Context: an optimization exercise on an open-source flow, tuned for small area, a short achievable clock period and few clock cycles per item. The choices shown serve that exercise and are no tape-out recipe. RTL that was checked went through simulation tests only; none was proved equivalent to the original. Only the layout flow was run in run 2; the RTL was not checked for function there.

## flow/design.v (module list and top-level ports; edited modules follow where they fit)
// module esc_mul: 1853 lines
// module esc_mulf: 829 lines
// module esc_div: 102 lines
// module env_sensor_compensation_unit: 565 lines
module env_sensor_compensation_unit #(
	parameter int QUEUE_DEPTH = esc_pkg::QUEUE_DEPTH_DEF
) (
	input  logic                           clk,
	input  logic                           arst_n,
	input  logic                           s_tvalid,
	output logic                           s_tready,
	input  logic [esc_pkg::IN_DATA_W-1:0]  s_tdata,
	output logic                           m_tvalid,
	input  logic                           m_tready,
	output logic [esc_pkg::OUT_DATA_W-1:0] m_tdata,
	input  logic                           cfg_we,
	input  logic [esc_pkg::CFG_IDX_W-1:0]  cfg_index,
	input  logic [esc_pkg::CFG_DATA_W-1:0] cfg_wdata
);
  // ...
==> flow/run.sh <==
#!/bin/bash
# synth_recipe.tcl (not shown) runs the flow's synth.tcl, then flattens the netlist and writes it again
# the make line also repeats each setting of config.mk as NAME=value (left out here)
make -C /OpenROAD-flow-scripts/flow DESIGN_CONFIG=/design/flow/config.mk WORK_HOME=/design/flow/orfs CLKGATE_MAP_FILE= SYNTH_SCRIPT=/design/flow/synth_recipe.tcl finish
==> flow/config.mk <==
export PLATFORM = sky130hd
export DESIGN_NAME = env_sensor_compensation_unit
export DESIGN_NICKNAME = env_sensor_compensation_unit
export VERILOG_FILES = /design/flow/design.v
export SDC_FILE = /design/flow/constraint.sdc
export NUM_CORES = 8
export LEC_CHECK = 0
export ABC_AREA = 0
export ABC_CLOCK_PERIOD_IN_PS = 4000
export CAP_MARGIN = 20
export CORE_MARGIN = 2
export CORE_UTILIZATION = 25
export SETUP_SLACK_MARGIN = 5
export SLEW_MARGIN = 20
==> flow/constraint.sdc <==
create_clock -name core_clock -period 12.5 [get_ports {clk}]
set_input_delay 2.5000 -clock core_clock [delete_from_list [all_inputs] [get_ports {clk}]]
set_output_delay 2.5000 -clock core_clock [all_outputs]
set_load 0.01 [all_outputs]
==> reports/results.ini, run 1 <==
[detailed_routing]
wl_per_cell_um = 27.0
highest_layer = met5
ant_nets = 0
wl_met3_mm = 60.4

[global_route]
grt_use_met1 = 0.253
grt_usage = 0.195
busiest_layer = met2
grt_pass1_vias = 108000

[clock_tree]
cts_resized = 0
cts_tree = built

[worst_setup_path]
cp.depth = 18
startpoint = cal_v[3]
r2r_end = o_pres[28]
reg2reg_depth = 18
r2r_start = cal_v[3]
worst-path-max-fanout = 27

[status]
status = complete, no violations

[min_path]
hold_depth = 0
min_from = pdest2_q[0]

[layout]
multi_input_area_um2 = 79300
drive_above_1_share = 0.0661

[die]
design.core.area_um2 = 560000
rows = 275
well_tap_count = 7479
initial_core_util = 0.251

[job]
drv_cap = 0

[timing]
whs_ns = 0.271
tightest_slew_ns = 1.28
fmax_mhz = 158
setup_ws_ns = 6.17
final_hold_viol_count = 0
grt_setup_unrepaired = no

[placed_design]
portBuffers = 184
gp_congestion = 0.977
place_ws_ns = 6.31

[yosys]
yosysSeqAreaShare = 0.388
ys_seq_elements = 2041
synth-main-ff-cell = edfxtp_1

Testbench counts, summed over its fixed seeds: cycles 11,375, items 768.
==> module env_sensor_compensation_unit, before the edit <==
module env_sensor_compensation_unit #(
	parameter int QUEUE_DEPTH = esc_pkg::QUEUE_DEPTH_DEF
) (
	input  logic                           clk,
	input  logic                           arst_n,
	input  logic                           s_tvalid,
	output logic                           s_tready,
	input  logic [esc_pkg::IN_DATA_W-1:0]  s_tdata,
	output logic                           m_tvalid,
	input  logic                           m_tready,
	output logic [esc_pkg::OUT_DATA_W-1:0] m_tdata,
	input  logic                           cfg_we,
	input  logic [esc_pkg::CFG_IDX_W-1:0]  cfg_index,
	input  logic [esc_pkg::CFG_DATA_W-1:0] cfg_wdata
);
	logic [47:0] cw_t, cw_p13, cw_p46, cw_p79;
	logic [31:0] cw_h13, cw_h46;
	logic [5:0]  cal_v;
	always_ff @(posedge clk) begin
		if (cfg_we) begin
			case (cfg_index)
				3'd0: cw_t   <= cfg_wdata;
				3'd1: cw_p13 <= cfg_wdata;
				3'd2: cw_p46 <= cfg_wdata;
				3'd3: cw_p79 <= cfg_wdata;
				3'd4: cw_h13 <= cfg_wdata[31:0];
				3'd5: cw_h46 <= cfg_wdata[31:0];
				default: ;
			endcase
		end
	end
	always_ff @(posedge clk or negedge arst_n) begin
		if (!arst_n) cal_v <= '0;
		else if (cfg_we && cfg_index < 3'd6) cal_v[cfg_index] <= 1'b1;
	end
	logic [47:0] cal_t, cal_p13, cal_p46, cal_p79;
	logic [31:0] cal_h13, cal_h46;
	assign cal_t   = cw_t   & {48{cal_v[0]}};
	assign cal_p13 = cw_p13 & {48{cal_v[1]}};
	assign cal_p46 = cw_p46 & {48{cal_v[2]}};
	assign cal_p79 = cw_p79 & {48{cal_v[3]}};
	assign cal_h13 = cw_h13 & {32{cal_v[4]}};
	assign cal_h46 = cw_h46 & {32{cal_v[5]}};
	logic [15:0] t1, p1;
	logic signed [15:0] t2, t3, p2, p3, p4, p5, p6, p7, p8, p9, h2;
	logic [7:0] h1, h3;
	logic signed [11:0] h4, h5;
	logic signed [7:0] h6;
	assign t1 = cal_t[15:0];    assign t2 = cal_t[31:16];   assign t3 = cal_t[47:32];
	assign p1 = cal_p13[15:0];  assign p2 = cal_p13[31:16]; assign p3 = cal_p13[47:32];
	assign p4 = cal_p46[15:0];  assign p5 = cal_p46[31:16]; assign p6 = cal_p46[47:32];
	assign p7 = cal_p79[15:0];  assign p8 = cal_p79[31:16]; assign p9 = cal_p79[47:32];
	assign h1 = cal_h13[7:0];   assign h2 = cal_h13[23:8];  assign h3 = cal_h13[31:24];
	assign h4 = cal_h46[11:0];  assign h5 = cal_h46[23:12]; assign h6 = cal_h46[31:24];
	logic [4:0] step_q, step_n;
	logic idle_q, rdy_q, stall, adv, par_q;
	logic [5:0] vq;
	logic tv_q, prw_q;
	logic [1:0] div_done;
	logic [0:0] u_fv, r_fv;
	logic [3:0] u_fasel, r_fasel;
	logic [3:0] u_fbsel, r_fbsel;
	logic [1:0] u_fsh, r_fsh;
	logic [0:0] u_fsub, r_fsub;
	logic [2:0] u_fxsel, r_fxsel;
	logic [0:0] u_facc, r_facc;
	logic [2:0] u_fdest, r_fdest;
	logic [0:0] u_pv, r_pv;
	logic [3:0] u_pasel, r_pasel;
	logic [3:0] u_pbsel, r_pbsel;
	logic [1:0] u_psh, r_psh;
	logic [0:0] u_psub, r_psub;
	logic [2:0] u_pxsel, r_pxsel;
	logic [0:0] u_pacc, r_pacc;
	logic [2:0] u_pdest, r_pdest;
	logic [1:0] u_pssel, r_pssel;
	logic [1:0] u_pcsel, r_pcsel;
	logic [0:0] u_divld, r_divld;
	logic [0:0] u_divpar, r_divpar;
	logic [0:0] u_wpb, r_wpb;
	logic [0:0] u_wcc, r_wcc;
	logic [0:0] u_wnb, r_wnb;
	logic [0:0] u_wpq, r_wpq;
	logic [0:0] u_wc9, r_wc9;
	logic [0:0] u_qn, r_qn;
	logic [2:0] u_qnoff, r_qnoff;
	logic [0:0] u_qnpar, r_qnpar;
	logic [0:0] u_tfw, r_tfw;
	logic [0:0] u_prw, r_prw;
	logic [2:0] u_prwoff, r_prwoff;
	logic [0:0] u_prwpar, r_prwpar;
	logic [0:0] u_th0, r_th0;
	logic [0:0] u_th1, r_th1;
	logic [0:0] u_th2, r_th2;
	logic [0:0] u_th3, r_th3;
	logic [0:0] u_hh0, r_hh0;
	logic [0:0] u_hh1, r_hh1;
	logic [0:0] u_hh2, r_hh2;
	logic [2:0] u_sk1, r_sk1;
	logic [2:0] u_sk2, r_sk2;
	logic [2:0] u_sk3, r_sk3;
	logic [2:0] u_sk4, r_sk4;
	logic [2:0] u_skoff1, r_skoff1;
	logic [2:0] u_skoff2, r_skoff2;
	logic [2:0] u_skoff3, r_skoff3;
	logic [2:0] u_skoff4, r_skoff4;
	logic [4:0] rom_addr;
	always_comb begin
		r_fv = '0; r_fasel = '0; r_fbsel = '0; r_fsh = '0; r_fsub = '0; r_fxsel = '0; r_facc = '0; r_fdest = '0; r_pv = '0; r_pasel = '0; r_pbsel = '0; r_psh = '0; r_psub = '0; r_pxsel = '0; r_pacc = '0; r_pdest = '0; r_pssel = '0; r_pcsel = '0; r_divld = '0; r_divpar = '0; r_wpb = '0; r_wcc = '0; r_wnb = '0; r_wpq = '0; r_wc9 = '0; r_qn = '0; r_qnoff = '0; r_qnpar = '0; r_tfw = '0; r_prw = '0; r_prwoff = '0; r_prwpar = '0; r_th0 = '0; r_th1 = '0; r_th2 = '0; r_th3 = '0; r_hh0 = '0; r_hh1 = '0; r_hh2 = '0; r_sk1 = '0; r_sk2 = '0; r_sk3 = '0; r_sk4 = '0; r_skoff1 = '0; r_skoff2 = '0; r_skoff3 = '0; r_skoff4 = '0;
		case (rom_addr)
			5'd0: begin r_fv = 1; r_fasel = 7; r_fbsel = 10; r_fdest = 2; r_pv = 1; r_pasel = 8; r_pbsel = 8; r_pdest = 1; r_wc9 = 1; end
			5'd1: begin r_fv = 1; r_fasel = 1; r_fbsel = 1; r_fdest = 5; r_pv = 1; r_pasel = 1; r_pbsel = 4; r_pxsel = 3; r_pdest = 3; r_wcc = 1; r_prw = 1; r_prwoff = 5; r_prwpar = 1; r_skoff4 = 4; r_sk4 = 7; end
			5'd2: begin r_fv = 1; r_fdest = 4; r_pv = 1; r_pasel = 3; r_pbsel = 5; r_psh = 1; r_pxsel = 1; r_pacc = 1; r_pdest = 3; r_wcc = 1; r_skoff3 = 4; r_sk3 = 7; end
			5'd3: begin r_fv = 1; r_fasel = 8; r_fbsel = 11; r_fdest = 2; r_skoff2 = 4; r_sk2 = 7; end
			5'd4: begin r_fv = 1; r_fasel = 2; r_fbsel = 2; r_fdest = 5; r_pv = 1; r_pasel = 9; r_pbsel = 9; r_pdest = 5; r_skoff1 = 4; r_sk1 = 7; r_skoff4 = 4; r_sk4 = 5; end
			5'd5: begin r_pv = 1; r_pasel = 10; r_pbsel = 9; r_psh = 2; r_pxsel = 1; r_pacc = 1; r_pdest = 5; r_skoff3 = 4; r_sk3 = 5; r_skoff4 = 4; r_sk4 = 5; end
			5'd6: begin r_pv = 1; r_pasel = 11; r_pbsel = 10; r_pdest = 6; r_skoff2 = 4; r_sk2 = 5; r_skoff3 = 4; r_sk3 = 5; r_skoff4 = 4; r_sk4 = 6; end
			5'd7: begin r_fv = 1; r_fasel = 5; r_fbsel = 8; r_fxsel = 4; r_fdest = 1; r_pv = 1; r_pasel = 11; r_pbsel = 11; r_psh = 1; r_pxsel = 1; r_pacc = 1; r_pdest = 6; r_hh0 = 1; r_hh1 = 1; r_hh2 = 1; r_skoff1 = 4; r_sk1 = 5; r_skoff2 = 4; r_sk2 = 5; r_skoff3 = 4; r_sk3 = 6; r_skoff4 = 4; r_sk4 = 6; end
			5'd8: begin r_pv = 1; r_pasel = 11; r_pbsel = 12; r_psh = 2; r_pxsel = 1; r_pacc = 1; r_pdest = 6; r_skoff1 = 4; r_sk1 = 5; r_skoff2 = 4; r_sk2 = 6; r_skoff3 = 4; r_sk3 = 6; end
			5'd9: begin r_pv = 1; r_pasel = 11; r_pbsel = 13; r_psh = 3; r_pxsel = 1; r_pacc = 1; r_pdest = 6; r_skoff1 = 4; r_sk1 = 6; r_skoff2 = 4; r_sk2 = 6; r_skoff4 = 1; r_sk4 = 3; end
			5'd10: begin r_pv = 1; r_pasel = 12; r_pbsel = 10; r_psh = 2; r_pxsel = 1; r_pacc = 1; r_pdest = 6; r_skoff1 = 4; r_sk1 = 6; r_skoff3 = 1; r_sk3 = 3; end
			5'd11: begin r_pv = 1; r_pasel = 12; r_pbsel = 11; r_psh = 3; r_pxsel = 1; r_pacc = 1; r_pdest = 6; r_skoff2 = 1; r_sk2 = 3; r_sk4 = 2; end
			5'd12: begin r_pv = 1; r_pasel = 4; r_pbsel = 6; r_pdest = 1; r_tfw = 1; r_th0 = 1; r_th1 = 1; r_th2 = 1; r_th3 = 1; r_skoff1 = 1; r_sk1 = 3; r_sk3 = 2; end
			5'd13: begin r_pv = 1; r_pasel = 5; r_pbsel = 6; r_psh = 2; r_pxsel = 1; r_pacc = 1; r_pdest = 1; r_sk2 = 2; end
			5'd14: begin r_fv = 1; r_fasel = 3; r_fbsel = 5; r_fxsel = 2; r_fdest = 4; r_pv = 1; r_pdest = 3; r_sk1 = 2; end
			5'd15: begin r_pv = 1; r_pbsel = 1; r_psh = 1; r_pxsel = 1; r_pacc = 1; r_pdest = 3; r_skoff4 = 1; r_sk4 = 4; end
			5'd16: begin r_fv = 1; r_fasel = 3; r_fbsel = 4; r_fdest = 2; r_wpb = 1; r_pv = 1; r_pxsel = 4; r_pdest = 5; r_pssel = 2; r_pcsel = 2; r_skoff3 = 1; r_sk3 = 4; end
			5'd17: begin r_fv = 1; r_fasel = 6; r_fbsel = 9; r_fdest = 1; r_pv = 1; r_pdest = 2; r_wpq = 1; r_pssel = 1; r_pcsel = 1; r_qn = 1; r_qnoff = 3; r_qnpar = 1; r_skoff2 = 1; r_sk2 = 4; end
			5'd18: begin r_pv = 1; r_pasel = 6; r_pbsel = 7; r_divld = 1; r_divpar = 1; r_skoff1 = 1; r_sk1 = 4; r_sk4 = 1; end
			5'd19: begin r_pv = 1; r_pasel = 7; r_pbsel = 7; r_psh = 2; r_pxsel = 1; r_pacc = 1; r_divld = 1; r_divpar = 1; r_sk3 = 1; end
			5'd20: begin r_fv = 1; r_fasel = 3; r_fbsel = 3; r_fsub = 1; r_fxsel = 1; r_fdest = 6; r_pv = 1; r_pasel = 1; r_pbsel = 2; r_psub = 1; r_pxsel = 2; r_pdest = 4; r_wnb = 1; r_sk2 = 1; end
			5'd21: begin r_fv = 1; r_fasel = 4; r_fbsel = 6; r_fdest = 3; r_pv = 1; r_pasel = 2; r_pbsel = 3; r_psh = 1; r_psub = 1; r_pxsel = 1; r_pacc = 1; r_pdest = 4; r_wnb = 1; r_sk1 = 1; end
			5'd22: begin r_fv = 1; r_fasel = 4; r_fbsel = 7; r_fsh = 1; r_fxsel = 3; r_facc = 1; r_fdest = 3; end
			default: ;
		endcase
	end
	always_ff @(posedge clk) begin
		u_fv <= r_fv; u_fasel <= r_fasel; u_fbsel <= r_fbsel; u_fsh <= r_fsh; u_fsub <= r_fsub; u_fxsel <= r_fxsel; u_facc <= r_facc; u_fdest <= r_fdest; u_pv <= r_pv; u_pasel <= r_pasel; u_pbsel <= r_pbsel; u_psh <= r_psh; u_psub <= r_psub; u_pxsel <= r_pxsel; u_pacc <= r_pacc; u_pdest <= r_pdest; u_pssel <= r_pssel; u_pcsel <= r_pcsel; u_divld <= r_divld; u_divpar <= r_divpar; u_wpb <= r_wpb; u_wcc <= r_wcc; u_wnb <= r_wnb; u_wpq <= r_wpq; u_wc9 <= r_wc9; u_qn <= r_qn; u_qnoff <= r_qnoff; u_qnpar <= r_qnpar; u_tfw <= r_tfw; u_prw <= r_prw; u_prwoff <= r_prwoff; u_prwpar <= r_prwpar; u_th0 <= r_th0; u_th1 <= r_th1; u_th2 <= r_th2; u_th3 <= r_th3; u_hh0 <= r_hh0; u_hh1 <= r_hh1; u_hh2 <= r_hh2; u_sk1 <= r_sk1; u_sk2 <= r_sk2; u_sk3 <= r_sk3; u_sk4 <= r_sk4; u_skoff1 <= r_skoff1; u_skoff2 <= r_skoff2; u_skoff3 <= r_skoff3; u_skoff4 <= r_skoff4;
	end
	logic c_pb17, c_a18, c_c53, c_nb53, c_qv32, c_c953, c_pq53;
	logic [7:0] cv;
	assign cv = {c_pq53, c_c953, c_qv32, c_nb53, c_c53, c_a18, c_pb17, 1'b0};
	logic sk1, sk2, sk3, sk4;
	assign sk1 = (u_sk1 != 3'd0) && (cv[u_sk1] || !vq[u_skoff1]);
	assign sk2 = (u_sk2 != 3'd0) && (cv[u_sk2] || !vq[u_skoff2]);
	assign sk3 = (u_sk3 != 3'd0) && (cv[u_sk3] || !vq[u_skoff3]);
	assign sk4 = (u_sk4 != 3'd0) && (cv[u_sk4] || !vq[u_skoff4]);
	always_comb begin
		if (sk1 && sk2 && sk3 && sk4) step_n = step_q + 5'd5;
		else if (sk1 && sk2 && sk3) step_n = step_q + 5'd4;
		else if (sk1 && sk2) step_n = step_q + 5'd3;
		else if (sk1)        step_n = step_q + 5'd2;
		else                 step_n = step_q + 5'd1;
	end
	logic body_end;
	assign body_end = (6'(step_n) >= 6'd23);
	assign rom_addr = (!adv) ? step_q : body_end ? '0 : step_n;
	logic qn_div, prw_sel;
	assign qn_div = par_q ^ u_qnpar;
	assign stall = idle_q
		|| (u_qn && vq[u_qnoff] && !div_done[qn_div])
		|| (u_prw && vq[u_prwoff] && (tv_q || prw_q));
	assign adv = !stall;
	always_ff @(posedge clk or negedge arst_n) begin
		if (!arst_n) begin
			step_q <= '0;
			idle_q <= 1'b1;
			rdy_q  <= 1'b0;
			vq     <= '0;
			par_q  <= 1'b0;
		end else begin
			if (rdy_q && s_tvalid) rdy_q <= 1'b0;
			if (idle_q) begin
				if (s_tvalid) begin
					idle_q <= 1'b0;
					rdy_q  <= 1'b1;
					vq     <= {vq[4:0], 1'b1};
				end
			end else if (adv) begin
				if (body_end) begin
					step_q <= '0;
					par_q  <= ~par_q;
					vq     <= {vq[4:0], s_tvalid};
					if (!s_tvalid && vq[4:0] == '0) idle_q <= 1'b1;
					else rdy_q <= s_tvalid;
				end else begin
					step_q <= step_n;
				end
			end
		end
	end
	assign s_tready = rdy_q;
	logic [16:0] in_t;
	logic [17:0] kx_q, kx_c;       
	logic signed [22:0] nbk_q, nbk_c;   
	assign kx_c  = ~{h4, 6'b0} + 18'd2;
	assign nbk_c = ~(23'($signed({p4, 4'b0}))) + 23'd1048578;
	always_ff @(posedge clk) begin
		if (rdy_q && s_tvalid) begin
			in_t  <= s_tdata[39:23];
			kx_q  <= {2'b0, s_tdata[55:40]} + kx_c;
			nbk_q <= nbk_c + {3'b111, ~s_tdata[19:0]};
		end
	end
	logic [31:0] gF0_q;    
	logic [27:0] gF1_q;    
	logic [21:0] gF2_q;    
	logic [20:0] gF3_q;    
	logic [19:0] gF4_q;    
	logic [16:0] gF5_q;    
	logic [63:0] gP0_q;    
	logic [63:0] gP1_q;    
	logic [63:0] gP2_q;    
	logic [63:0] gP3_q;    
	logic [55:0] gP4_q;    
	logic [38:0] gP5_q;    
	logic signed [21:0] tf_q;
	logic signed [17:0] e1;
	logic signed [16:0] dt;
	logic signed [22:0] hvb, av;
	logic [63:0] nbi;
	assign dt  = $signed({1'b0, in_t[16:1]}) - $signed({1'b0, t1});
	assign e1  = {dt, in_t[0]};    
	assign hvb = 23'(tf_q) - 23'sd76800;
	assign av  = 23'(tf_q) - 23'sd128000;
	assign nbi = 64'($signed(nbk_q)) <<< 31;
	logic [63:0] zq, zq0, zq1;
	logic qcin, qcin0, qcin1, dpv0, dpv1;
	logic [24:0] fopa, fa_q;
	logic [17:0] fopb;
	logic [8:0]  fbneg_q, fbone_q, fbtwo_q;
	always_comb begin
		case (u_fasel)
			4'd0: fopa = 25'($signed(e1));  
			4'd1: fopa = 25'($signed(dt));  
			4'd2: fopa = 25'($signed(gF4_q[19:0]));  
			4'd3: fopa = 25'($signed(hvb));  
			4'd4: fopa = 25'($signed(gF3_q[20:0]));  
			4'd5: fopa = {3'b0, ~gF2_q[21:21], gF2_q[20:0]};  
			4'd6: fopa = 25'($signed(gF0_q[31:14]));  
			4'd7: fopa = 25'($signed(gF0_q[31:15]));  
			4'd8: fopa = gF1_q[27:3];  
			default: fopa = '0;
		endcase
		case (u_fbsel)
			4'd0: fopb = 18'($signed(t2));  
			4'd1: fopb = 18'($signed(dt));  
			4'd2: fopb = 18'($signed(t3));  
			4'd3: fopb = 18'($signed(h5));  
			4'd4: fopb = 18'($signed(h6));  
			4'd5: fopb = {10'b0, h3};  
			4'd6: fopb = {{2{c_pb17 & gF1_q[22:22]}}, gF1_q[21:6]};  
			4'd7: fopb = 18'($signed(gF1_q[27:22]));  
			4'd8: fopb = 18'($signed(h2));  
			4'd9: fopb = 18'($signed(gF5_q[16:0]));  
			4'd10: fopb = 18'($signed(gF0_q[31:15]));  
			4'd11: fopb = {10'b0, h1};  
			default: fopb = '0;
		endcase
	end
	logic [31:0] fmul_s, fmul_c, fs_q, fc_q, fs2_q, fc2_q, fr, facc_q;
	logic fv1_q, fv2_q, fv3_q, facc1_q, facc2_q, fsub1_q, fsub2_q;
	logic [1:0] fsh1_q, fsh2_q;
	logic [2:0] fxsel1_q, fxsel2_q;
	logic [2:0] fdest1_q, fdest2_q, fdest3_q;
	always_ff @(posedge clk or negedge arst_n) begin
		if (!arst_n) begin
			fv1_q <= 1'b0; fv2_q <= 1'b0; fv3_q <= 1'b0;
		end else begin
			fv1_q <= u_fv[0] && adv;
			fv2_q <= fv1_q;
			fv3_q <= fv2_q;
		end
	end
	always_ff @(posedge clk) begin
		fa_q <= fopa;
		for (int i = 0; i < 9; i++) begin
			fbneg_q[i] <= fopb[2*i+1];
			fbone_q[i] <= fopb[2*i] ^ ((i == 0) ? 1'b0 : fopb[2*i-1]);
			fbtwo_q[i] <= (fopb[2*i+1] & ~fopb[2*i] & ~((i == 0) ? 1'b0 : fopb[2*i-1]))
				| (~fopb[2*i+1] & fopb[2*i] & ((i == 0) ? 1'b0 : fopb[2*i-1]));
		end
		facc1_q <= u_facc[0]; fsub1_q <= u_fsub[0]; fsh1_q <= u_fsh;
		fxsel1_q <= u_fxsel; fdest1_q <= u_fdest;
		facc2_q <= facc1_q; fsub2_q <= fsub1_q; fsh2_q <= fsh1_q;
		fxsel2_q <= fxsel1_q; fdest2_q <= fdest1_q; fdest3_q <= fdest2_q;
	end
	logic [31:0] fys1, fyc1;
	always_comb begin
		case (fsh1_q)
			2'd1:    begin fys1 = {fmul_s[15:0], 16'b0}; fyc1 = {fmul_c[15:0], 16'b0}; end
			default: begin fys1 = fmul_s; fyc1 = fmul_c; end
		endcase
		if (fsub1_q) begin fys1 = ~fys1; fyc1 = ~fyc1; end
	end
	esc_mulf u_mulf (.a(fa_q), .bneg(fbneg_q), .bone(fbone_q), .btwo(fbtwo_q), .s(fmul_s), .c(fmul_c));
	always_ff @(posedge clk) begin
		fs_q <= fys1;
		fc_q <= fyc1;
	end
	logic [31:0] fys, fyc, fxv, fxs, fxc, fk_s, fk_c, fk_c1, fm_c;
	always_comb begin
		fys = fs_q; fyc = fc_q;
		case (fxsel2_q)
			3'd0: fxv = 32'(32'd0);  
			3'd1: fxv = 32'({kx_q, 14'b0});  
			3'd2: fxv = 32'(32'd1 << 26);  
			3'd3: fxv = 32'(32'd0);  
			3'd4: fxv = 32'(32'd1 << 13);  
			default: fxv = '0;
		endcase
		fxs = facc2_q ? facc_q : fxv;
		fxc = '0;
		fk_s = fys ^ fyc ^ fxs;
		fk_c = (fys & fyc) | (fys & fxs) | (fyc & fxs);
		fk_c1 = {fk_c[30:0], fsub2_q};
		fm_c = (fk_s & fk_c1) | (fk_s & fxc) | (fk_c1 & fxc);
	end
	assign fr = fk_s + fk_c1 + 32'(fsub2_q);
	always_ff @(posedge clk) begin
		facc_q <= fr;
	end
	always_ff @(posedge clk) begin
		if (fv2_q && fdest2_q == 3'd1) gF0_q <= fr[31:0];
		if (fv2_q && fdest2_q == 3'd2) gF1_q <= fr[31:4];
		if (fv2_q && fdest2_q == 3'd3) gF2_q <= fr[31:10];
		if (fv2_q && fdest2_q == 3'd4) gF3_q <= fr[31:11];
		if (fv2_q && fdest2_q == 3'd5) gF4_q <= fr[31:12];
		if (fv2_q && fdest2_q == 3'd6) gF5_q <= fr[31:15];
	end
	logic [52:0] popa, pa_q;
	logic [17:0] popb;
	logic [8:0]  pbneg_q, pbone_q, pbtwo_q;
	always_comb begin
		case (u_pasel)
			4'd0: popa = 53'($signed(av));  
			4'd1: popa = {7'b0, gP2_q[45:0]};  
			4'd2: popa = 53'($signed({av, 1'b0}));  
			4'd3: popa = 53'($signed({av, 4'b0}));  
			4'd4: popa = (c_c53 ? gP2_q[60:8] : {21'b0, gP2_q[39:8]});  
			4'd5: popa = 53'($signed(gP2_q[63:40]));  
			4'd6: popa = (c_nb53 ? gP3_q[52:0] : {21'b0, gP3_q[31:0]});  
			4'd7: popa = 53'($signed(gP3_q[63:32]));  
			4'd8: popa = 53'($signed(gP1_q[63:13]));  
			4'd9: popa = (c_pq53 ? gP1_q[52:0] : {21'b0, gP1_q[31:0]});  
			4'd10: popa = {21'b0, gP1_q[63:32]};  
			4'd11: popa = (c_c953 ? gP0_q[52:0] : {21'b0, gP0_q[31:0]});  
			4'd12: popa = {21'b0, gP0_q[63:32]};  
			default: popa = '0;
		endcase
		case (u_pbsel)
			4'd0: popb = {c_a18 ? av[17:16] : 2'b00, av[15:0]};  
			4'd1: popb = 18'($signed(av[22:16]));  
			4'd2: popb = 18'($signed(p6));  
			4'd3: popb = 18'($signed(p5));  
			4'd4: popb = 18'($signed(p3));  
			4'd5: popb = 18'($signed(p2));  
			4'd6: popb = {2'b0, p1};  
			4'd7: popb = 18'd3125;  
			4'd8: popb = 18'($signed(p9));  
			4'd9: popb = 18'($signed(p8));  
			4'd10: popb = {2'b0, gP1_q[28:13]};  
			4'd11: popb = {{2{c_qv32 & gP1_q[44:44]}}, gP1_q[44:29]};  
			4'd12: popb = {2'b0, gP1_q[60:45]};  
			4'd13: popb = {2'b0, {13{gP1_q[63:63]}}, gP1_q[63:61]};  
			default: popb = '0;
		endcase
	end
	logic [63:0] pmul_s, pmul_c, ps_q, pc_q, ps2_q, pc2_q, pr, pacc_q;
	logic pv1_q, pv2_q, pv3_q, pacc1_q, pacc2_q, psub1_q, psub2_q;
	logic [1:0] psh1_q, psh2_q;
	logic [2:0] pxsel1_q, pxsel2_q;
	logic [2:0] pdest1_q, pdest2_q, pdest3_q;
	logic [1:0] pssel1_q, pcsel1_q;
	logic divld1_q, divld2_q, divld3_q, divp1_q, divp2_q, divp3_q, qn1_q, qnp1_q, cin2_q;
	always_ff @(posedge clk or negedge arst_n) begin
		if (!arst_n) begin
			pv1_q <= 1'b0; pv2_q <= 1'b0; pv3_q <= 1'b0;
		end else begin
			pv1_q <= u_pv[0] && adv;
			pv2_q <= pv1_q;
			pv3_q <= pv2_q;
		end
	end
	always_ff @(posedge clk) begin
		pa_q <= popa;
		for (int i = 0; i < 9; i++) begin
			pbneg_q[i] <= popb[2*i+1];
			pbone_q[i] <= popb[2*i] ^ ((i == 0) ? 1'b0 : popb[2*i-1]);
			pbtwo_q[i] <= (popb[2*i+1] & ~popb[2*i] & ~((i == 0) ? 1'b0 : popb[2*i-1]))
				| (~popb[2*i+1] & popb[2*i] & ((i == 0) ? 1'b0 : popb[2*i-1]));
		end
		pacc1_q <= u_pacc[0]; psub1_q <= u_psub[0]; psh1_q <= u_psh;
		pxsel1_q <= u_pxsel; pdest1_q <= u_pdest;
		pacc2_q <= pacc1_q; psub2_q <= psub1_q; psh2_q <= psh1_q;
		pxsel2_q <= pxsel1_q; pdest2_q <= pdest1_q; pdest3_q <= pdest2_q;
		pssel1_q <= u_pssel; pcsel1_q <= u_pcsel; qn1_q <= u_qn[0]; qnp1_q <= par_q ^ u_qnpar[0];
		divld1_q <= u_divld[0]; divld2_q <= divld1_q; divld3_q <= divld2_q;
		divp1_q <= par_q ^ u_divpar[0]; divp2_q <= divp1_q; divp3_q <= divp2_q;
		cin2_q <= qn1_q & qcin;
	end
	esc_mul u_mulp (.a(pa_q), .bneg(pbneg_q), .bone(pbone_q), .btwo(pbtwo_q), .s(pmul_s), .c(pmul_c));
	always_ff @(posedge clk) begin
		case (pssel1_q)
			2'd1:    ps_q <= zq;
			2'd2:    ps_q <= 64'($signed(gP4_q[55:11]));
			default: ps_q <= pmul_s;
		endcase
		case (pcsel1_q)
			2'd1:    pc_q <= '0;
			2'd2:    pc_q <= 64'($signed(gP5_q[38:0]));
			default: pc_q <= pmul_c;
		endcase
	end
	logic [63:0] pys, pyc, pxv, pxs, pxc, pk_s, pk_c, pk_c1, pm_c;
	always_comb begin
		case (psh2_q)
			default: begin pys = ps_q; pyc = pc_q; end
			2'd1: begin pys = {ps_q[47:0], 16'b0}; pyc = {pc_q[47:0], 16'b0}; end
			2'd2: begin pys = {ps_q[31:0], 32'b0}; pyc = {pc_q[31:0], 32'b0}; end
			2'd3: begin pys = {ps_q[15:0], 48'b0}; pyc = {pc_q[15:0], 48'b0}; end
		endcase
		if (psub2_q) begin pys = ~pys; pyc = ~pyc; end
		case (pxsel2_q)
			3'd0: pxv = 64'(64'd0);  
			3'd1: pxv = 64'(64'd0);  
			3'd2: pxv = 64'(nbi);  
			3'd3: pxv = 64'(64'd1 << 55);  
			3'd4: pxv = 64'(gP1_q[63:0]);  
			default: pxv = '0;
		endcase
		pxs = pacc2_q ? ps2_q : pxv;
		pxc = pacc2_q ? pc2_q : '0;
		pk_s = pys ^ pyc ^ pxs;
		pk_c = (pys & pyc) | (pys & pxs) | (pyc & pxs);
		pk_c1 = {pk_c[62:0], psub2_q};
		pm_c = (pk_s & pk_c1) | (pk_s & pxc) | (pk_c1 & pxc);
	end
	always_ff @(posedge clk) begin
		ps2_q <= pk_s ^ pk_c1 ^ pxc;
		pc2_q <= {pm_c[62:0], psub2_q | cin2_q};
	end
	assign pr = ps2_q + pc2_q;
	always_ff @(posedge clk) begin
		if (pv3_q && pdest3_q == 3'd1) gP0_q <= pr[63:0];
		if (pv3_q && pdest3_q == 3'd2) gP1_q <= pr[63:0];
		if (pv3_q && pdest3_q == 3'd3) gP2_q <= pr[63:0];
		if (pv3_q && pdest3_q == 3'd4) gP3_q <= pr[63:0];
		if (pv3_q && pdest3_q == 3'd5) gP4_q <= pr[63:8];
		if (pv3_q && pdest3_q == 3'd6) gP5_q <= pr[63:25];
	end
	logic signed [21:0] tf_n;
	logic signed [22:0] av_n;
	always_ff @(posedge clk) begin
		c_pb17 <= (gF1_q[27:22] == {6{gF1_q[22:22]}});    
	end
	assign tf_n = 22'($signed(gF3_q[20:0])) + 22'($signed(gF4_q[19:2]));
	assign av_n = 23'(tf_n) - 23'sd128000;
	logic fwpb1_q, fwpb2_q, pwcc1_q, pwcc2_q, pwcc3_q, pwnb1_q, pwnb2_q, pwnb3_q, pwpq1_q, pwpq2_q, pwpq3_q, pwc91_q, pwc92_q, pwc93_q;
	always_ff @(posedge clk) begin
		if (adv && u_tfw[0]) begin
			tf_q  <= tf_n;
			c_a18 <= (av_n[22:17] == {6{av_n[17]}});
		end
		fwpb1_q <= u_wpb[0]; fwpb2_q <= fwpb1_q;
		pwcc1_q <= u_wcc[0]; pwcc2_q <= pwcc1_q; pwcc3_q <= pwcc2_q;
		pwnb1_q <= u_wnb[0]; pwnb2_q <= pwnb1_q; pwnb3_q <= pwnb2_q;
		pwpq1_q <= u_wpq[0]; pwpq2_q <= pwpq1_q; pwpq3_q <= pwpq2_q;
		pwc91_q <= u_wc9[0]; pwc92_q <= pwc91_q; pwc93_q <= pwc92_q;
		if (pv3_q && pwcc3_q) c_c53 <= (pr[63:60] == {4{pr[60]}});
		if (pv3_q && pwnb3_q) c_nb53 <= (pr[63:52] == {12{pr[52]}});
		if (pv3_q && pwpq3_q) begin
			c_qv32 <= (pr[63:44] == {20{pr[44]}});
			c_pq53 <= (pr[63:52] == {12{pr[52]}});
		end
		if (pv3_q && pwc93_q) c_c953 <= (pr[63:52] == {12{pr[52]}});
	end
	logic [1:0] pvk_q;
	esc_div u_div0 (
		.clk    (clk),
		.arst_n (arst_n),
		.load   (pv3_q && divld3_q && divp3_q == 1'b0),
		.num    (pr),
		.x1     (gP0_q[63:33]),
		.done   (div_done[0]),
		.zq     (zq0),
		.qcin   (qcin0),
		.pv     (dpv0)
	);
	esc_div u_div1 (
		.clk    (clk),
		.arst_n (arst_n),
		.load   (pv3_q && divld3_q && divp3_q == 1'b1),
		.num    (pr),
		.x1     (gP0_q[63:33]),
		.done   (div_done[1]),
		.zq     (zq1),
		.qcin   (qcin1),
		.pv     (dpv1)
	);
	assign zq   = qnp1_q ? zq1 : zq0;
	assign qcin = qnp1_q ? qcin1 : qcin0;
	always_ff @(posedge clk) begin
		if (pv1_q && qn1_q) pvk_q[qnp1_q] <= qnp1_q ? dpv1 : dpv0;
	end
	logic [23:0] o_temp;
	logic [16:0] o_hum;
	logic [31:0] o_pres;
	logic        o_pv, prw_p;
	logic [23:0] th0_q;
	logic [23:0] th1_q;
	logic [23:0] th2_q;
	logic [23:0] th3_q;
	logic [16:0] hh0_q;
	logic [16:0] hh1_q;
	logic [16:0] hh2_q;
	logic signed [24:0] tt;
	logic [23:0] temp_sat;
	assign tt = (25'($signed(tf_q)) * 25'sd5 + 25'sd128) >>> 8;
	assign temp_sat = tt[23:0];
	logic [31:0] hv;
	logic [16:0] hum_c;
	assign hv = gF0_q[31:0] - 32'($signed(gF1_q[27:0]));
	always_comb begin
		if (hv[31])                   hum_c = 17'd0;
		else if (hv > 32'd419430400)  hum_c = 17'd102400;
		else                          hum_c = hv[28:12];
	end
	logic [56:0] pres_r;
	logic [31:0] pres_sat;
	assign pres_r = 57'($signed(gP4_q[55:0])) + 57'($signed({p7, 4'b0}));
	always_comb begin
		if (pres_r[56])             pres_sat = 32'd0;
		else if (|pres_r[55:32])    pres_sat = 32'hFFFFFFFF;
		else                        pres_sat = pres_r[31:0];
	end
	always_ff @(posedge clk) begin
		if (adv && u_th0[0]) th0_q <= temp_sat;
		if (adv && u_th1[0]) th1_q <= th0_q;
		if (adv && u_th2[0]) th2_q <= th1_q;
		if (adv && u_th3[0]) th3_q <= th2_q;
		if (adv && u_hh0[0]) hh0_q <= hum_c;
		if (adv && u_hh1[0]) hh1_q <= hh0_q;
		if (adv && u_hh2[0]) hh2_q <= hh1_q;
		prw_p <= par_q ^ u_prwpar[0];
		if (prw_q) begin
			o_temp <= th3_q;
			o_hum  <= hh2_q;
			o_pres <= pvk_q[prw_p] ? pres_sat : 32'd0;
			o_pv   <= pvk_q[prw_p];
		end
	end
	always_ff @(posedge clk or negedge arst_n) begin
		if (!arst_n) begin
			tv_q  <= 1'b0;
			prw_q <= 1'b0;
		end else begin
			prw_q <= adv && u_prw[0] && vq[u_prwoff];
			if (prw_q) tv_q <= 1'b1;
			else if (m_tready) tv_q <= 1'b0;
		end
	end
	assign m_tvalid = tv_q;
	assign m_tdata  = {6'b0, o_hum, o_pv, o_pres, o_temp};
endmodule
==> run 2, diff against run 1 <==
--- a/flow/design.v
+++ b/flow/design.v
@@ -2953,7 +2953,9 @@
 		endcase
 	end
 	always_ff @(posedge clk) begin
-		u_fv <= r_fv; u_fasel <= r_fasel; u_fbsel <= r_fbsel; u_fsh <= r_fsh; u_fsub <= r_fsub; u_fxsel <= r_fxsel; u_facc <= r_facc; u_fdest <= r_fdest; u_pv <= r_pv; u_pasel <= r_pasel; u_pbsel <= r_pbsel; u_psh <= r_psh; u_psub <= r_psub; u_pxsel <= r_pxsel; u_pacc <= r_pacc; u_pdest <= r_pdest; u_pssel <= r_pssel; u_pcsel <= r_pcsel; u_divld <= r_divld; u_divpar <= r_divpar; u_wpb <= r_wpb; u_wcc <= r_wcc; u_wnb <= r_wnb; u_wpq <= r_wpq; u_wc9 <= r_wc9; u_qn <= r_qn; u_qnoff <= r_qnoff; u_qnpar <= r_qnpar; u_tfw <= r_tfw; u_prw <= r_prw; u_prwoff <= r_prwoff; u_prwpar <= r_prwpar; u_th0 <= r_th0; u_th1 <= r_th1; u_th2 <= r_th2; u_th3 <= r_th3; u_hh0 <= r_hh0; u_hh1 <= r_hh1; u_hh2 <= r_hh2; u_sk1 <= r_sk1; u_sk2 <= r_sk2; u_sk3 <= r_sk3; u_sk4 <= r_sk4; u_skoff1 <= r_skoff1; u_skoff2 <= r_skoff2; u_skoff3 <= r_skoff3; u_skoff4 <= r_skoff4;
+		if (adv || idle_q) begin
+			u_fv <= r_fv; u_fasel <= r_fasel; u_fbsel <= r_fbsel; u_fsh <= r_fsh; u_fsub <= r_fsub; u_fxsel <= r_fxsel; u_facc <= r_facc; u_fdest <= r_fdest; u_pv <= r_pv; u_pasel <= r_pasel; u_pbsel <= r_pbsel; u_psh <= r_psh; u_psub <= r_psub; u_pxsel <= r_pxsel; u_pacc <= r_pacc; u_pdest <= r_pdest; u_pssel <= r_pssel; u_pcsel <= r_pcsel; u_divld <= r_divld; u_divpar <= r_divpar; u_wpb <= r_wpb; u_wcc <= r_wcc; u_wnb <= r_wnb; u_wpq <= r_wpq; u_wc9 <= r_wc9; u_qn <= r_qn; u_qnoff <= r_qnoff; u_qnpar <= r_qnpar; u_tfw <= r_tfw; u_prw <= r_prw; u_prwoff <= r_prwoff; u_prwpar <= r_prwpar; u_th0 <= r_th0; u_th1 <= r_th1; u_th2 <= r_th2; u_th3 <= r_th3; u_hh0 <= r_hh0; u_hh1 <= r_hh1; u_hh2 <= r_hh2; u_sk1 <= r_sk1; u_sk2 <= r_sk2; u_sk3 <= r_sk3; u_sk4 <= r_sk4; u_skoff1 <= r_skoff1; u_skoff2 <= r_skoff2; u_skoff3 <= r_skoff3; u_skoff4 <= r_skoff4;
+		end
 	end
 	logic c_pb17, c_a18, c_c53, c_nb53, c_qv32, c_c953, c_pq53;
 	logic [7:0] cv;
@@ -2972,7 +2974,7 @@
 	end
 	logic body_end;
 	assign body_end = (6'(step_n) >= 6'd23);
-	assign rom_addr = (!adv) ? step_q : body_end ? '0 : step_n;
+	assign rom_addr = (idle_q || body_end) ? '0 : step_n;
 	logic qn_div, prw_sel;
 	assign qn_div = par_q ^ u_qnpar;
 	assign stall = idle_q
@@ -3271,6 +3273,7 @@
 	logic signed [22:0] av_n;
 	always_ff @(posedge clk) begin
 		c_pb17 <= (gF1_q[27:22] == {6{gF1_q[22:22]}});    
+		c_qv32 <= (gP1_q[63:44] == {20{gP1_q[44:44]}});    
 	end
 	assign tf_n = 22'($signed(gF3_q[20:0])) + 22'($signed(gF4_q[19:2]));
 	assign av_n = 23'(tf_n) - 23'sd128000;
@@ -3288,7 +3291,6 @@
 		if (pv3_q && pwcc3_q) c_c53 <= (pr[63:60] == {4{pr[60]}});
 		if (pv3_q && pwnb3_q) c_nb53 <= (pr[63:52] == {12{pr[52]}});
 		if (pv3_q && pwpq3_q) begin
-			c_qv32 <= (pr[63:44] == {20{pr[44]}});
 			c_pq53 <= (pr[63:52] == {12{pr[52]}});
 		end
 		if (pv3_q && pwc93_q) c_c953 <= (pr[63:52] == {12{pr[52]}});
@@ -3345,12 +3347,19 @@
 		else                          hum_c = hv[28:12];
 	end
 	logic [56:0] pres_r;
-	logic [31:0] pres_sat;
+	logic [31:0] pres_lo_q;
+	logic        pres_neg_q, pres_ovf_q;
 	assign pres_r = 57'($signed(gP4_q[55:0])) + 57'($signed({p7, 4'b0}));
+	always_ff @(posedge clk) begin
+		pres_lo_q  <= pres_r[31:0];
+		pres_neg_q <= pres_r[56];
+		pres_ovf_q <= |pres_r[55:32];
+	end
+	logic [31:0] pres_sat;
 	always_comb begin
-		if (pres_r[56])             pres_sat = 32'd0;
-		else if (|pres_r[55:32])    pres_sat = 32'hFFFFFFFF;
-		else                        pres_sat = pres_r[31:0];
+		if (pres_neg_q)       pres_sat = 32'd0;
+		else if (pres_ovf_q)  pres_sat = 32'hFFFFFFFF;
+		else                  pres_sat = pres_lo_q;
 	end
 	always_ff @(posedge clk) begin
 		if (adv && u_th0[0]) th0_q <= temp_sat;
--- a/flow/config.mk
+++ b/flow/config.mk
@@ -7,7 +7,7 @@
 export LEC_CHECK = 0
 export ABC_AREA = 0
 export ABC_CLOCK_PERIOD_IN_PS = 4000
-export CAP_MARGIN = 20
+export CAP_MARGIN = 30
 export CORE_MARGIN = 2
 export CORE_UTILIZATION = 25
 export SETUP_SLACK_MARGIN = 5
==> run 2 against run 1 <==
- register-to-register slack improved by 0.18 ns
- sequential share of layout area up 0.56 points
- clock-buffer cell count down 26
- cell area up 0.73%
- hold slack better by 0.018 ns
- global-route usage is 0.16 points higher
- still clean on timing, DRC and antenna
- synthesized cell count fell by 1.2%
- first-iteration DRC count grew 5.8%
- sequential cell count rose by 34
==> reports/results.ini, run 2 <==
[yosys]
yosysTopAreaCell = edfxtp_1  ; unchanged
yosysMostFrequentCell = edfxtp_1  ; unchanged
yosys-top-cells-count = 1397 x edfxtp_1, 1115 x nand2_1, 942 x inv_1  ; was 1337 x edfxtp_1, 1273 x nand2_1, 971 x inv_1
yosys-top-cells-area = edfxtp_1 30%, fa_1 9.3%, dfxtp_1 9.0%, ha_1 6.8%, xnor2_1 5.2%  ; was edfxtp_1 29%, dfxtp_1 9.5%, fa_1 9.4%, ha_1 6.8%, xnor2_1 5.5%
synth-main-ff-cell = edfxtp_1  ; unchanged
syn_area_um2 = 141000  ; was 140000 um2
ys_types = 108  ; was 113
synth-async-reset-ratio = 0.0198  ; was 0.0201
ys_seq_elements = 2075  ; was 2041
synth_edf_count = 1397  ; was 1337
yosysTopAreaCellShare = 0.297  ; was 0.286
syn_inst = 13800  ; was 14000
ys_warn_count = 2  ; unchanged
yosysSeqAreaShare = 0.395  ; was 0.388
syn_avg_cell_area_um2 = 10.2  ; was 10.0 um2

[die]
die-area_um2 = 570000  ; was 568000 um2
io_pins = 194  ; unchanged
fp.dieW_um = 755  ; was 753 um
design.core.area_um2 = 562000  ; was 560000 um2
rows = 275  ; unchanged
initial_core_util = 0.251  ; about the same
die_h_um = 755  ; was 753 um

[timing]
min_period_ns = 6.15  ; was 6.33 ns
finalClockSkew_ns = 0.119  ; was 0.123 ns
drv_slew = 0  ; unchanged
final_hold_viol_count = 0  ; unchanged
tightest_slew_ns = 1.28  ; about the same
max-slew-margin-rel = 0.146  ; was 0.141
whs_ns = 0.289  ; was 0.271 ns
setup_ws_ns = 6.35  ; was 6.17 ns
fin_crit_sh = 0.492  ; was 0.507
fmax_mhz = 163  ; was 158 MHz
final.setup.tns_ns = 0  ; unchanged
setup_viol = 0  ; unchanged
grt_setup_unrepaired = no  ; unchanged

[detailed_routing]
drc = 0  ; unchanged
ant_nets = 0  ; unchanged
drt-vias-per-instance = 5.36  ; was 5.34
wl_per_cell_um = 27.4  ; was 27.0 um
first_pass_iters = 11  ; was 12
drtIter0Drc = 17200  ; was 16300
vias = 115000  ; about the same
drt_wl_total_mm = 585  ; was 580 mm

[global_route]
grt_remaining_overflow = 0  ; unchanged
grt_usage = 0.196  ; was 0.195
grt_pass1_wl_mm = 822  ; was 815 mm
grt_pass1_vias = 108000  ; about the same
grt_max_degree = 140  ; was 108
antenna_found_initial = 81  ; was 85

[placed_design]
portBuffers = 184  ; unchanged
place_ws_ns = 6.01  ; was 6.31 ns
dpl.cell_count = 20900  ; was 21000
gp_congestion = 0.988  ; was 0.977
dp_hpwl_mm = 419  ; about the same

[worst_setup_path]
r2r_start = facc2_q  ; was cal_v[3]
crit_path_end_kind = flop  ; unchanged
regToRegSetupSlack_ns = 6.35  ; was 6.17 ns
crit_path_start_kind = flop  ; unchanged
path_class = flop to flop  ; unchanged
required_ns = 13.13  ; was 13.06 ns
r2r_end = gF4_q[18]  ; was o_pres[28]
setup.worst_path.end = gF4_q[18]  ; was o_pres[28]
startpoint = facc2_q  ; was cal_v[3]
cp.arrival_ns = 6.78  ; was 6.90 ns
reg2reg_depth = 19  ; was 18
worst-path-max-fanout = 35  ; was 27

[layout]
drive_above_1_share = 0.0697  ; was 0.0661
area_delta_synth_final_pct = 13.4  ; was 13.1%
most-common-layout-cells = 1397 x edfxtp_1, 1110 x nand2_1, 941 x inv_1  ; was 1337 x edfxtp_1, 1268 x nand2_1, 968 x inv_1
final_nets = 15200  ; was 15300
fillCellCount = 58400  ; was 58600
register_area_um2 = 55800  ; was 54600 um2
multi_input_area_um2 = 79000  ; was 79300 um2
final_common_cell = edfxtp_1  ; unchanged
stdcell_count = 21400  ; was 21500

[clock_tree]
cts_tree = built  ; unchanged
cts_setup_buffers = 0  ; unchanged
cts_buffers = 217  ; was 221
clk_latency_ns = 0.97  ; was 0.98 ns
clk_pin_slew_ns = 0.07  ; was 0.06 ns
clockRootBuffer = clkbuf_16  ; unchanged
clock-sinks = 2075  ; was 2041
hold_buffers = 0  ; unchanged
htree_levels = 4  ; unchanged
cts_buffer_depth = 4  ; unchanged
cts_resized = 0  ; unchanged

[status]
status = complete, no violations  ; unchanged

[job]
drv_cap = 0  ; unchanged

[min_path]
holdCritPathClass = flop to flop  ; unchanged

## run 2: stage by stage
step	area (um2)	utilization
6_report	160000	0.285
5_1_grt	160000	0.285
4_1_cts	159000	0.284
3_5_place_dp	152000	0.271
3_3_place_gp	152000	0.270
2_1_floorplan	141000	-
## run 2: per-layer routing
| layer | track usage | wire length, um |
|---|---|---|
| met1 | 0.253 | 224000 |
| met2 | 0.302 | 256000 |
| met3 | 0.0445 | 64100 |
| met4 | 0.112 | 41000 |
| met5 | 0 | 68 |
## run 2: how the worst min path moves through the flow
stage                         start   endpoint  cells past startpoint
after global routing        divp1_q    divp2_q                      0
after global placement    psh1_q[1]  psh2_q[1]                      0
after detailed placement  psh1_q[0]  psh2_q[0]                      0
after CTS                   divp1_q    divp2_q                      0
after floorplan            divld1_q   divld2_q                      0
final                       divp1_q    divp2_q                      0
## run 2: cell type report
cell class | instances | share of cell area
Tap cell | 7479 | 0.0585
Clock inverter | 143 | 0.00820
Clock buffer | 263 | 0.0374
Antenna cell | 73 | 0.00114
Multi-Input combinational cell | 9871 | 0.494
Inverter | 949 | 0.0223
Timing Repair Buffer | 523 | 0.0297
Sequential cell | 2075 | 0.349
## run 2: cell families (layout without fill, tap and decap cells)
| family | after synthesis | after routing | synth area share |
|---|---|---|---|
| AO/OA/AOI/OAI | 3606 | 3606 | 0.175 |
| AND/OR/NAND/NOR | 2966 | 2966 | 0.0986 |
| flip-flops | 2075 | 2075 | 0.395 |
| buffers and inverters | 1874 | 1878 | 0.0504 |
| XOR/XNOR | 1646 | 1646 | 0.102 |
| adder cells (fa/ha/maj) | 1419 | 1419 | 0.161 |
| multiplexers | 228 | 228 | 0.0172 |
| other | 1 | 79 | 0.0000266 |
## run 2: critical path, stage by stage, from the launching register on
cell	delay [ns]
dfxtp_2	0.86
and2_1	0.26
fa_1	0.47
inv_1	0.09
ha_1	0.15
or2_2	0.12
fa_1	0.20
a21o_1	0.13
a21oi_1	0.08
nand2b_1	0.17
a21oi_1	0.21
a41oi_1	0.23
a2111o_1	0.43
a31oi_1	0.26
o2111ai_1	0.17
a311oi_1	0.59
o21a_1	0.23
o21ai_0	0.13
a311oi_1	0.35
xor2_1	0.68
==> module esc_div, before the edit <==
module esc_div (
	input  logic        clk,
	input  logic        arst_n,
	input  logic        load,
	input  logic [63:0] num,
	input  logic [30:0] x1,
	output logic        done,
	output logic [63:0] zq,
	output logic        qcin,
	output logic        pv
);
	logic [63:0] z_q;
	logic [29:0] r_q;
	logic [30:0] dx_q;
	logic [29:0] msk_q;    
	logic [32:0] n3_q;     
	logic        sn_q, sx_q, fix_q;
	logic [6:0]  cnt_q;
	logic [30:0] dxl;
	logic [29:0] dmsk;
	always_comb begin
		dxl = x1 ^ {31{x1[30]}};
		dmsk[29] = ~dxl[30];
		for (int i = 28; i >= 0; i--) dmsk[i] = dmsk[i+1] & ~dxl[i+1];
	end
	logic [15:0] zt;       
	logic [32:0] v, nd1, nd2;
	logic [32:0] t1, t2, t3;
	logic [29:0] rn;
	logic [1:0]  qd;
	logic        sk16, sk8, ci;
	always_comb begin
		ci  = ~sx_q;
		zt  = z_q[63:48];
		v   = {1'b0, r_q, zt[15:14]};
		nd1 = ~{2'b0, dx_q};             
		nd2 = ~{1'b0, dx_q, sx_q};       
		t1  = v + nd1 + {32'b0, ci};
		t2  = v + nd2 + {32'b0, ci};
		t3  = v + n3_q;
		if (!t3[32])      begin qd = 2'd3; rn = t3[29:0]; end
		else if (!t2[32]) begin qd = 2'd2; rn = t2[29:0]; end
		else if (!t1[32]) begin qd = 2'd1; rn = t1[29:0]; end
		else              begin qd = 2'd0; rn = v[29:0];  end
		sk16 = (r_q[29:14] == 16'd0) && (({r_q[13:0], zt} & msk_q) == 30'd0) && (cnt_q >= 7'd16);
		sk8  = (r_q[29:22] == 8'd0) && (({r_q[21:0], zt[15:8]} & msk_q) == 30'd0) && (cnt_q >= 7'd8);
	end
	always_ff @(posedge clk or negedge arst_n) begin
		if (!arst_n) begin
			cnt_q <= '0;
			fix_q <= 1'b0;
		end else if (load) begin
			cnt_q <= 7'd64;
			fix_q <= 1'b1;
		end else if (fix_q) begin
			fix_q <= 1'b0;
		end else if (cnt_q != 7'd0) begin
			if (sk16)     cnt_q <= cnt_q - 7'd16;
			else if (sk8) cnt_q <= cnt_q - 7'd8;
			else          cnt_q <= cnt_q - 7'd2;
		end
	end
	always_ff @(posedge clk) begin
		if (load) begin
			z_q   <= num;
			r_q   <= '0;
			dx_q  <= dxl;
			msk_q <= dmsk;
			n3_q  <= ~{2'b0, dxl} + ~{1'b0, dxl, x1[30]} + {31'b0, ~x1[30], 1'b0};
			sn_q  <= num[63];
			sx_q  <= x1[30];
		end else if (fix_q) begin
			z_q <= z_q ^ {64{sn_q}};
		end else if (cnt_q != 7'd0) begin
			if (sk16) begin
				r_q <= {r_q[13:0], zt};
				z_q <= {z_q[47:0], 16'b0};
			end else if (sk8) begin
				r_q <= {r_q[21:0], zt[15:8]};
				z_q <= {z_q[55:0], 8'b0};
			end else begin
				r_q <= rn;
				z_q <= {z_q[61:0], qd};
			end
		end
	end
	logic [30:0] ra, cy;
	logic        eq1, inc;
	always_comb begin
		ra = {1'b0, r_q};
		cy[0] = 1'b0;
		cy[1] = ra[0];
		for (int i = 2; i < 31; i++) cy[i] = ra[i-1] & ~dx_q[i-1];
		eq1 = (dx_q[0] == ~ra[0]);
		for (int i = 1; i < 31; i++) eq1 = eq1 & ((ra[i] ^ dx_q[i]) == cy[i]);
		inc = sn_q && (sx_q ? (ra == dx_q) : eq1);
	end
	assign done = (cnt_q == 7'd0) && !fix_q;
	assign zq   = z_q ^ {64{sn_q ^ sx_q}};
	assign qcin = (sn_q ^ sx_q) ? ~inc : inc;
	assign pv   = sx_q || (dx_q != 31'd0);
endmodule
==> run 3, diff against run 2 <==
--- a/flow/design.v
+++ b/flow/design.v
@@ -2721,22 +2721,22 @@
 	input  logic [30:0] x1,
 	output logic        done,
 	output logic [63:0] zq,
+	output logic        zsgn,
 	output logic        qcin,
 	output logic        pv
 );
 	logic [63:0] z_q;
 	logic [29:0] r_q;
 	logic [30:0] dx_q;
-	logic [29:0] msk_q;    
+	logic [29:0] msk;      
 	logic [32:0] n3_q;     
 	logic        sn_q, sx_q, fix_q;
 	logic [6:0]  cnt_q;
 	logic [30:0] dxl;
-	logic [29:0] dmsk;
+	assign dxl = x1 ^ {31{x1[30]}};
 	always_comb begin
-		dxl = x1 ^ {31{x1[30]}};
-		dmsk[29] = ~dxl[30];
-		for (int i = 28; i >= 0; i--) dmsk[i] = dmsk[i+1] & ~dxl[i+1];
+		msk[29] = ~dx_q[30];
+		for (int i = 28; i >= 0; i--) msk[i] = msk[i+1] & ~dx_q[i+1];
 	end
 	logic [15:0] zt;       
 	logic [32:0] v, nd1, nd2;
@@ -2757,8 +2757,8 @@
 		else if (!t2[32]) begin qd = 2'd2; rn = t2[29:0]; end
 		else if (!t1[32]) begin qd = 2'd1; rn = t1[29:0]; end
 		else              begin qd = 2'd0; rn = v[29:0];  end
-		sk16 = (r_q[29:14] == 16'd0) && (({r_q[13:0], zt} & msk_q) == 30'd0) && (cnt_q >= 7'd16);
-		sk8  = (r_q[29:22] == 8'd0) && (({r_q[21:0], zt[15:8]} & msk_q) == 30'd0) && (cnt_q >= 7'd8);
+		sk16 = (r_q[29:14] == 16'd0) && (({r_q[13:0], zt} & msk) == 30'd0) && (cnt_q >= 7'd16);
+		sk8  = (r_q[29:22] == 8'd0) && (({r_q[21:0], zt[15:8]} & msk) == 30'd0) && (cnt_q >= 7'd8);
 	end
 	always_ff @(posedge clk or negedge arst_n) begin
 		if (!arst_n) begin
@@ -2780,7 +2780,6 @@
 			z_q   <= num;
 			r_q   <= '0;
 			dx_q  <= dxl;
-			msk_q <= dmsk;
 			n3_q  <= ~{2'b0, dxl} + ~{1'b0, dxl, x1[30]} + {31'b0, ~x1[30], 1'b0};
 			sn_q  <= num[63];
 			sx_q  <= x1[30];
@@ -2811,7 +2810,8 @@
 		inc = sn_q && (sx_q ? (ra == dx_q) : eq1);
 	end
 	assign done = (cnt_q == 7'd0) && !fix_q;
-	assign zq   = z_q ^ {64{sn_q ^ sx_q}};
+	assign zq   = z_q;
+	assign zsgn = sn_q ^ sx_q;
 	assign qcin = (sn_q ^ sx_q) ? ~inc : inc;
 	assign pv   = sx_q || (dx_q != 31'd0);
 endmodule
@@ -3045,7 +3045,7 @@
 	assign av  = 23'(tf_q) - 23'sd128000;
 	assign nbi = 64'($signed(nbk_q)) <<< 31;
 	logic [63:0] zq, zq0, zq1;
-	logic qcin, qcin0, qcin1, dpv0, dpv1;
+	logic qcin, qcin0, qcin1, dpv0, dpv1, zsgn, zsgn0, zsgn1;
 	logic [24:0] fopa, fa_q;
 	logic [17:0] fopb;
 	logic [8:0]  fbneg_q, fbone_q, fbtwo_q;
@@ -3192,7 +3192,7 @@
 	logic [2:0] pxsel1_q, pxsel2_q;
 	logic [2:0] pdest1_q, pdest2_q, pdest3_q;
 	logic [1:0] pssel1_q, pcsel1_q;
-	logic divld1_q, divld2_q, divld3_q, divp1_q, divp2_q, divp3_q, qn1_q, qnp1_q, cin2_q;
+	logic divld1_q, divld2_q, divld3_q, divp1_q, divp2_q, divp3_q, qn1_q, qn2_q, qnp1_q, cin2_q;
 	always_ff @(posedge clk or negedge arst_n) begin
 		if (!arst_n) begin
 			pv1_q <= 1'b0; pv2_q <= 1'b0; pv3_q <= 1'b0;
@@ -3212,7 +3212,7 @@
 		end
 		pacc1_q <= u_pacc[0]; psub1_q <= u_psub[0]; psh1_q <= u_psh;
 		pxsel1_q <= u_pxsel; pdest1_q <= u_pdest;
-		pacc2_q <= pacc1_q; psub2_q <= psub1_q; psh2_q <= psh1_q;
+		pacc2_q <= pacc1_q; psub2_q <= qn1_q ? zsgn : psub1_q; psh2_q <= psh1_q; qn2_q <= qn1_q;
 		pxsel2_q <= pxsel1_q; pdest2_q <= pdest1_q; pdest3_q <= pdest2_q;
 		pssel1_q <= u_pssel; pcsel1_q <= u_pcsel; qn1_q <= u_qn[0]; qnp1_q <= par_q ^ u_qnpar[0];
 		divld1_q <= u_divld[0]; divld2_q <= divld1_q; divld3_q <= divld2_q;
@@ -3258,7 +3258,7 @@
 	end
 	always_ff @(posedge clk) begin
 		ps2_q <= pk_s ^ pk_c1 ^ pxc;
-		pc2_q <= {pm_c[62:0], psub2_q | cin2_q};
+		pc2_q <= {pm_c[62:0], (qn2_q ? cin2_q : psub2_q)};
 	end
 	assign pr = ps2_q + pc2_q;
 	always_ff @(posedge clk) begin
@@ -3304,6 +3304,7 @@
 		.x1     (gP0_q[63:33]),
 		.done   (div_done[0]),
 		.zq     (zq0),
+		.zsgn   (zsgn0),
 		.qcin   (qcin0),
 		.pv     (dpv0)
 	);
@@ -3315,11 +3316,13 @@
 		.x1     (gP0_q[63:33]),
 		.done   (div_done[1]),
 		.zq     (zq1),
+		.zsgn   (zsgn1),
 		.qcin   (qcin1),
 		.pv     (dpv1)
 	);
 	assign zq   = qnp1_q ? zq1 : zq0;
 	assign qcin = qnp1_q ? qcin1 : qcin0;
+	assign zsgn = qnp1_q ? zsgn1 : zsgn0;
 	always_ff @(posedge clk) begin
 		if (pv1_q && qn1_q) pvk_q[qnp1_q] <= qnp1_q ? dpv1 : dpv0;
 	end
==> run 3 against run 2 <==
- global-route usage fell by 0.83 points
- still clean
- critical path depth is 2 higher
- sequential share of layout area decreased by 0.26 points
- critical endpoint is now gF3_q[19]
- setup slack got worse by 0.16 ns
- cell count shrank 2.8%
- wire length shrank 5.9%
==> reports/results.ini, run 3 <==
[status]
status = complete, no violations  ; unchanged

[timing]
final.setup.tns_ns = 0  ; unchanged
fmax_mhz = 158  ; was 163 MHz
whs_ns = 0.326  ; was 0.289 ns
fin_crit_sh = 0.505  ; was 0.492
tightest_slew_ns = 1.26  ; was 1.28 ns
min_period_ns = 6.32  ; was 6.15 ns
grt_setup_unrepaired = no  ; unchanged
finalClockSkew_ns = 0.0916  ; was 0.119 ns

[worst_setup_path]
required_ns = 13.09  ; was 13.13 ns
cp.arrival_ns = 6.90  ; was 6.78 ns
path_class = flop to flop  ; unchanged
setup.worst_path.end = gF3_q[19]  ; was gF4_q[18]
worst-path-max-fanout = 35  ; unchanged
startpoint = facc2_q  ; unchanged
r2r_start = facc2_q  ; unchanged
r2r_end = gF3_q[19]  ; was gF4_q[18]
reg2reg_depth = 21  ; was 19
crit_path_end_kind = flop  ; unchanged
regToRegSetupSlack_ns = 6.18  ; was 6.35 ns

[detailed_routing]
highest_layer = met5  ; unchanged
drt-met1-wl_mm = 211  ; was 224 mm
drt-vias-per-instance = 5.33  ; was 5.36
drt_wl_total_mm = 550  ; was 585 mm
vias = 111000  ; was 115000
wl_met2_mm = 238  ; was 256 mm

[min_path]
holdCritPathClass = flop to flop  ; unchanged
min_from = pdest2_q[2]  ; was divp1_q

[die]
rows = 272  ; was 275
initial_core_util = 0.251  ; about the same
die-area_um2 = 558000  ; was 570000 um2

[clock_tree]
cts_tree = built  ; unchanged
cts_buffers = 209  ; was 217
cts_buffer_depth = 4  ; unchanged
cts_resized = 0  ; unchanged
clk_pin_slew_ns = 0.06  ; was 0.07 ns
htree_levels = 4  ; unchanged
cts_setup_buffers = 0  ; unchanged
hold_buffers = 0  ; unchanged
clock-sinks = 2018  ; was 2075

[job]
drv_cap = 0  ; unchanged

[yosys]
ys_types = 103  ; was 108
syn_inst = 13500  ; was 13800
ys_warn_count = 2  ; unchanged
ys_seq_elements = 2018  ; was 2075
syn_area_um2 = 138000  ; was 141000 um2
yosysSeqAreaShare = 0.391  ; was 0.395
synth-async-reset-ratio = 0.0203  ; was 0.0198
yosysTopAreaCell = edfxtp_1  ; unchanged

[layout]
drive_above_1_share = 0.0699  ; was 0.0697
multi_input_area_um2 = 77300  ; was 79000 um2
most-common-layout-cells = 1339 x edfxtp_1, 1029 x inv_1, 922 x nand2_1  ; was 1397 x edfxtp_1, 1110 x nand2_1, 941 x inv_1
area_delta_synth_final_pct = 13.1  ; was 13.4%
register_area_um2 = 54100  ; was 55800 um2
final_nets = 14800  ; was 15200

[placed_design]
portBuffers = 184  ; unchanged
dp_hpwl_mm = 403  ; was 419 mm
gp_congestion = 0.992  ; was 0.988
placed_cell_area_um2 = 149000  ; was 152000 um2

[global_route]
antenna_found_initial = 99  ; was 81
grt_pass1_wl_mm = 775  ; was 822 mm
grt_usage = 0.188  ; was 0.196

[run 3: cell count changes after synthesis, moves of 57 or more]
cell and change:
o21ai_0 -92, inv_1 +90, xor2_1 -57, mux2_2 +60
xnor2_1 -67, edfxtp_1 -58, a22oi_1 -76, nand2_1 -191
a21oi_1 +88
[run 3: worst min path at each step]
stage,endpoint,cells past startpoint
detailed placement,divp2_q,0
CTS,divp2_q,0
global route,pdest2_q[0],0
finish,pdest3_q[2],0
global placement,pwnb3_q,0
floorplan,divld2_q,0
[run 3: kinds of logic after synthesis]
family,count (synthesis),synth area share
multiplexers,340,0.0262
buffers and inverters,1921,0.0528
AND/OR/NAND/NOR,2686,0.0920
XOR/XNOR,1521,0.0965
other,1,0.0000272
adder cells (fa/ha/maj),1420,0.164
AO/OA/AOI/OAI,3578,0.177
flip-flops,2018,0.391
[run 3: worst max-delay path, cell delays in order, from the launching register on]
cell and delay [ns]:
dfxtp_1 0.30, buf_4 0.38, and2_1 0.21, fa_1 0.44
inv_1 0.08, ha_1 0.15, or2_2 0.12, fa_1 0.21
a21o_1 0.12, a21oi_1 0.08, o21ai_0 0.21, a21boi_0 0.15
nand2b_1 0.19, o22ai_1 0.28, nor4_1 0.10, or3_1 0.42
a31oi_1 0.35, a41oi_1 0.35, o311ai_0 0.78, a31o_2 0.28
a21oi_1 0.08, xnor2_1 0.71
[run 3: stage by stage]
step | worst slack [ns] | instances
floorplan | 6.27 | 13500
global placement | 5.80 | 20300
detailed placement | 6.04 | 20300
CTS | 6.42 | 20700
global route | 5.85 | 20800
finish | 6.18 | 20800
[run 3: layout make-up]
class | count | share of cell area
antenna | 32 | 0.000513
clock buffer | 288 | 0.0391
clock inverter | 95 | 0.00621
inverter | 1037 | 0.0250
multi-input combinational | 9551 | 0.495
sequential | 2018 | 0.346
tap | 7261 | 0.0582
timing repair buffer | 497 | 0.0294
[run 3: routing by layer]
layer,GRT usage,vias up
li1,-,48100
met1,0.240,54700
met2,0.285,6598
met3,0.0566,1427
met4,0.100,54
met5,0.00110,-
Testbench counts of run 3, summed over its fixed seeds: cycles 11,375, items 768.

[afterwards: timing with drivers on the ports]
The flow's constraints put no driver on any port. The routed layouts listed below were extracted and timed again, unchanged, in two steps.
Step 1 sets driving cells, clkbuf_16 on the clock port and buf_2 on the other inputs (assumed; they add their load-dependent delay and slew).
Step 2, shift: input delay + t, output delay - t, t = (earliest + latest rising clock arrival at the registers) / 2. This alone moves slack from input paths to output paths.
Slacks: ideal ports / drivers / drivers and shift; pairs: ideal ports / drivers.
| run | t (ns) | slack for setup (ns) | worst setup path after step 2 | worst slew at a driven data input, ns | cell pins on the clock port's net |
|---|---|---|---|---|---|
| run 1 | 1.006 | 6.169 / 6.169 / 6.169 | register to register | 0.29 | 1 |
| run 2 | 0.985 | 6.349 / 6.349 / 5.976 | input to register | 0.29 | 1 |
| run 3 | 1.002 | 6.185 / 6.185 / 6.007 | input to register | 0.20 | 1 |
After both steps setup and hold are still met in every run listed. For run 2, which loses most, drivers alone change the setup slack by 0.000 ns; drivers and shift together by -0.373 ns.
